What follows belongs to an exercise in optimizing a design on an open flow for small area and few clock cycles per item; a production flow would make more cautious choices.
The RTL was checked by simulation tests, not by an equivalence proof against the original design.

Design fpmul_top, start of the top module:
module fpmul_top (
	input  logic              clk,
	input  logic              rst,
	input  logic              in_valid,
	input  logic [31:0]       a,
	input  logic [31:0]       b,
	input  logic              out_credit,
	output logic              in_credit,
	output logic              out_valid,
	output logic [31:0]       z,
	output logic [FLAG_W-1:0] flags
);
make LEC_CHECK=0 CAP_MARGIN=20 CORE_MARGIN=2 CORE_UTILIZATION=60 CTS_BUF_LIST='sky130_fd_sc_hd__clkbuf_4 sky130_fd_sc_hd__clkbuf_8' PLACE_DENSITY=0.7 SLEW_MARGIN=20 SYNTH_HIERARCHICAL=1 SYNTH_MINIMUM_KEEP_SIZE=0 finish   # period 9.0 ns
run.sh (not shown) runs the stock make flow with config.mk's settings and CLKGATE_MAP_FILE= SYNTH_SCRIPT=/design/flow/synth_recipe.tcl, a recipe that flattens the netlist after the stock synthesis.
Testbench counts at the start, summed over its fixed seeds: cycles 4,808, items 4,800.
==> next run, changes <==
==> flow/flow/run.sh (new file) <==
#!/bin/bash
# The standard layout, except that the port buffers are the smallest buffer
# cell instead of the flow's default choice. Every port still gets one.
set -e
export BUFFER_PORTS_ARGS="-buffer_cell sky130_fd_sc_hd__buf_1"
bash standard.sh > standard.log 2>&1
==> flow/standard.sh (new file) <==
#!/bin/bash
# synth_recipe.tcl (not shown) runs the flow's synth.tcl, then flattens the netlist and writes it again
# the make line also repeats each setting of config.mk as NAME=value (left out here)
make -C /OpenROAD-flow-scripts/flow DESIGN_CONFIG=/design/flow/config.mk WORK_HOME=/design/flow/orfs CLKGATE_MAP_FILE= SYNTH_SCRIPT=/design/flow/synth_recipe.tcl "${@:-finish}"
CAP_MARGIN = 0   (was 20)
CTS_BUF_LIST = sky130_fd_sc_hd__clkbuf_8   (was sky130_fd_sc_hd__clkbuf_4 sky130_fd_sc_hd__clkbuf_8)
CTS_CLUSTER_DIAMETER = 60   (was unset)
CTS_CLUSTER_SIZE = 18   (was unset)
SLEW_MARGIN = 0   (was 20)
removed: flow/run.sh
After rerunning: Critical path depth stays the same. Worst hold slack is worse by 4.4 ps. Core utilization falls by 2.5 points. Worst setup slack is worse by 310 ps. Via count rises by 0.57%. Die area is unchanged.
==> next run, changes <==
==> flow/run.sh (new file) <==
#!/bin/bash
# synth_recipe.tcl (not shown) runs the flow's synth.tcl, then flattens the netlist and writes it again
# the make line also repeats each setting of config.mk as NAME=value (left out here)
make -C /OpenROAD-flow-scripts/flow DESIGN_CONFIG=/design/flow/config.mk WORK_HOME=/design/flow/orfs CLKGATE_MAP_FILE= SYNTH_SCRIPT=/design/flow/synth_recipe.tcl finish
CAP_MARGIN = 20   (was 0)
CTS_BUF_LIST = unset   (was sky130_fd_sc_hd__clkbuf_8)
CTS_CLUSTER_DIAMETER = unset   (was 60)
CTS_CLUSTER_SIZE = unset   (was 18)
SLEW_MARGIN = 20   (was 0)
removed: flow/flow/run.sh
removed: flow/standard.sh
After rerunning: Wire length hardly moves; via count is lower by 0.39%; worst setup slack gets better by 160 ps; register-to-register slack gets better by 160 ps; critical path depth is lower by 1; count of clock-buffer cells in the layout is higher by 10.
==> next run, changes <==
==> flow/flow/run.sh (new file) <==
#!/bin/bash
# The standard layout, except that the port buffers are the smallest buffer
# cell instead of the flow's default choice. Every port still gets one.
set -e
export BUFFER_PORTS_ARGS="-buffer_cell sky130_fd_sc_hd__buf_1"
bash standard.sh > standard.log 2>&1
==> flow/standard.sh (new file) <==
#!/bin/bash
# synth_recipe.tcl (not shown) runs the flow's synth.tcl, then flattens the netlist and writes it again
# the make line also repeats each setting of config.mk as NAME=value (left out here)
make -C /OpenROAD-flow-scripts/flow DESIGN_CONFIG=/design/flow/config.mk WORK_HOME=/design/flow/orfs CLKGATE_MAP_FILE= SYNTH_SCRIPT=/design/flow/synth_recipe.tcl "${@:-finish}"
CTS_BUF_LIST = sky130_fd_sc_hd__clkbuf_4   (was unset)
removed: flow/run.sh
What happened: Cell area is lower by 2.3%; worst setup slack gets worse by 170 ps; first-iteration DRC count is lower by 3.5%; wire length is higher by 0.44%.
==> next run, changes <==
CTS_BUF_LIST = sky130_fd_sc_hd__clkbuf_8   (was sky130_fd_sc_hd__clkbuf_4)
CTS_CLUSTER_DIAMETER = 60   (was unset)
CTS_CLUSTER_SIZE = 18   (was unset)
GPL_TIMING_DRIVEN = 0   (was unset)
After rerunning: The new run produced a clean layout; worst hold slack improves by 11 ps; worst setup slack is worse by 21 ps; die area stays the same; utilization came out higher by 2.3 points; first-iteration DRC count went up by 4.8%; routed wire length climbs by 4.5%; count of clock-buffer cells in the layout goes down by 88.

---

Starting RTL as in the previous note.
Design fpmul_top, start of the top module:
module fpmul_top (
	input  logic              clk,
	input  logic              rst,
	input  logic              in_valid,
	input  logic [31:0]       a,
	input  logic [31:0]       b,
	input  logic              out_credit,
	output logic              in_credit,
	output logic              out_valid,
	output logic [31:0]       z,
	output logic [FLAG_W-1:0] flags
);
clock: 9.0 ns
lec_check: 0
cap_margin: 20
core_margin: 2
core_utilization: 60
cts_buf_list: sky130_fd_sc_hd__clkbuf_8
cts_cluster_diameter: 60
cts_cluster_size: 18
place_density: 0.7
slew_margin: 20
synth_hierarchical: 1
synth_minimum_keep_size: 0
standard.sh (not shown) runs the stock make flow with config.mk's settings and CLKGATE_MAP_FILE= SYNTH_SCRIPT=/design/flow/synth_recipe.tcl, a recipe that flattens the netlist after the stock synthesis.
==> flow/flow/run.sh <==
#!/bin/bash
# The standard layout, except that the port buffers are the smallest buffer
# cell instead of the flow's default choice. Every port still gets one.
set -e
export BUFFER_PORTS_ARGS="-buffer_cell sky130_fd_sc_hd__buf_1"
bash standard.sh > standard.log 2>&1
The starting point went through all stages and came out clean.
Testbench counts at the start, summed over its fixed seeds: cycles 4,808, items 4,800.
Then changed:
==> flow/run.sh (new file) <==
#!/bin/bash
# synth_recipe.tcl (not shown) runs the flow's synth.tcl, then flattens the netlist and writes it again
# the make line also repeats each setting of config.mk as NAME=value (left out here)
make -C /OpenROAD-flow-scripts/flow DESIGN_CONFIG=/design/flow/config.mk WORK_HOME=/design/flow/orfs CLKGATE_MAP_FILE= SYNTH_SCRIPT=/design/flow/synth_recipe.tcl finish
- CORE_UTILIZATION: 60 -> 70
- CTS_BUF_LIST: sky130_fd_sc_hd__clkbuf_8 -> sky130_fd_sc_hd__clkbuf_4
- CTS_CLUSTER_DIAMETER: 60 -> default
- CTS_CLUSTER_SIZE: 18 -> default
- PLACE_DENSITY: 0.7 -> 0.75
removed: flow/flow/run.sh
removed: flow/standard.sh
=> Count of clock-buffer cells in the layout came out higher by 90; non-clock buffer count came out higher by 2; worst hold slack degrades by 0.0035 ns; synthesized cell count stays the same.
Then changed:
==> flow/flow/run.sh (new file) <==
#!/bin/bash
# The standard layout, except that the port buffers are the smallest buffer
# cell instead of the flow's default choice. Every port still gets one.
set -e
export BUFFER_PORTS_ARGS="-buffer_cell sky130_fd_sc_hd__buf_1"
bash standard.sh > standard.log 2>&1
==> flow/standard.sh (new file) <==
#!/bin/bash
# synth_recipe.tcl (not shown) runs the flow's synth.tcl, then flattens the netlist and writes it again
# the make line also repeats each setting of config.mk as NAME=value (left out here)
make -C /OpenROAD-flow-scripts/flow DESIGN_CONFIG=/design/flow/config.mk WORK_HOME=/design/flow/orfs CLKGATE_MAP_FILE= SYNTH_SCRIPT=/design/flow/synth_recipe.tcl "${@:-finish}"
- CORE_UTILIZATION: 70 -> 60
- CTS_BUF_LIST: sky130_fd_sc_hd__clkbuf_4 -> sky130_fd_sc_hd__clkbuf_8
- CTS_CLUSTER_DIAMETER: default -> 50
- CTS_CLUSTER_SIZE: default -> 14
- PLACE_DENSITY: 0.75 -> 0.7
removed: flow/run.sh
Worst setup slack is worse by 0.055 ns.
Area after synthesis stays the same.
Global-route usage shrinks by 4.8 points.
Die area is higher by about a fifth.
Wire length rose by a few percent.
Maximum frequency came out lower slightly.
Hold slack barely changes.

---

Another version of the RTL of fpmul_top (not shown whole).
Size in the first run: about 2200 cells after synthesis, ~110 I/O pins, roughly 0.027 sq mm of cells after synthesis.
Settings: LEC_CHECK=0, CAP_MARGIN=20, CORE_MARGIN=2, CORE_UTILIZATION=60, CTS_BUF_LIST=sky130_fd_sc_hd__clkbuf_8, CTS_CLUSTER_DIAMETER=50, CTS_CLUSTER_SIZE=15, PLACE_DENSITY=0.7, SLEW_MARGIN=20, SYNTH_HIERARCHICAL=1, SYNTH_MINIMUM_KEEP_SIZE=0; clock period 9.0 ns.
==> flow/flow/run.sh <==
#!/bin/bash
# The standard layout, except that the port buffers are the smallest buffer
# cell instead of the flow's default choice. Every port still gets one.
set -e
export BUFFER_PORTS_ARGS="-buffer_cell sky130_fd_sc_hd__buf_1"
bash standard.sh > standard.log 2>&1
Testbench counts at the start, summed over its fixed seeds: cycles 4,808, items 4,800.
Then changed:
Settings changed: CTS_CLUSTER_DIAMETER 50 to 60, CTS_CLUSTER_SIZE 15 to 18.
What happened: Synthesized area is unchanged; count of clock-buffer cells in the layout came out lower by 7; die area does not change; worst hold slack improved by 4.8 ps; cell area shrinks slightly; final cell count came out lower slightly; maximum frequency hardly moves; critical path depth came out lower by 1; worst setup slack is about the same.

-- separate check: timing with driven ports --
The results above use ideal ports. As a check the final layouts listed here were re-extracted and re-timed, cells and wires unchanged.
Step 1 assumes that a clkbuf_16 drives the clock port and a buf_2 every other input.
Step 2 adds t to the input delays and takes it off the output delays; t is the mean of the earliest and latest rising clock arrival at the registers after step 1. Input paths then give back, and output paths get back, about the clock's delay inside the block.
a / b / c = ideal / step 1 / step 2; a / b = the first two.
run	t, ns	slack for setup (ns)	worst data-port slew with drivers (ns)
the first run of note 1	0.687	0.635 / 0.635 / 0.635	0.04
the second run of note 1	0.676	0.321 / 0.321 / 0.321	0.04
the third run of note 1	0.600	0.477 / 0.477 / 0.477	0.04
the fourth run of note 1	0.847	0.311 / 0.311 / 0.311	0.04
the fifth run of note 1	0.626	0.290 / 0.290 / 0.290	0.04
the first run of note 2	0.672	0.273 / 0.273 / 0.273	0.04
the second run of note 2	0.778	0.323 / 0.323 / 0.323	0.04
the third run of note 2	0.644	0.268 / 0.268 / 0.268	0.04
the first run of note 3	0.625	0.503 / 0.503 / 0.503	0.04
the second run of note 3	0.657	0.505 / 0.505 / 0.505	0.04
After both steps setup and hold are still met in every run listed.
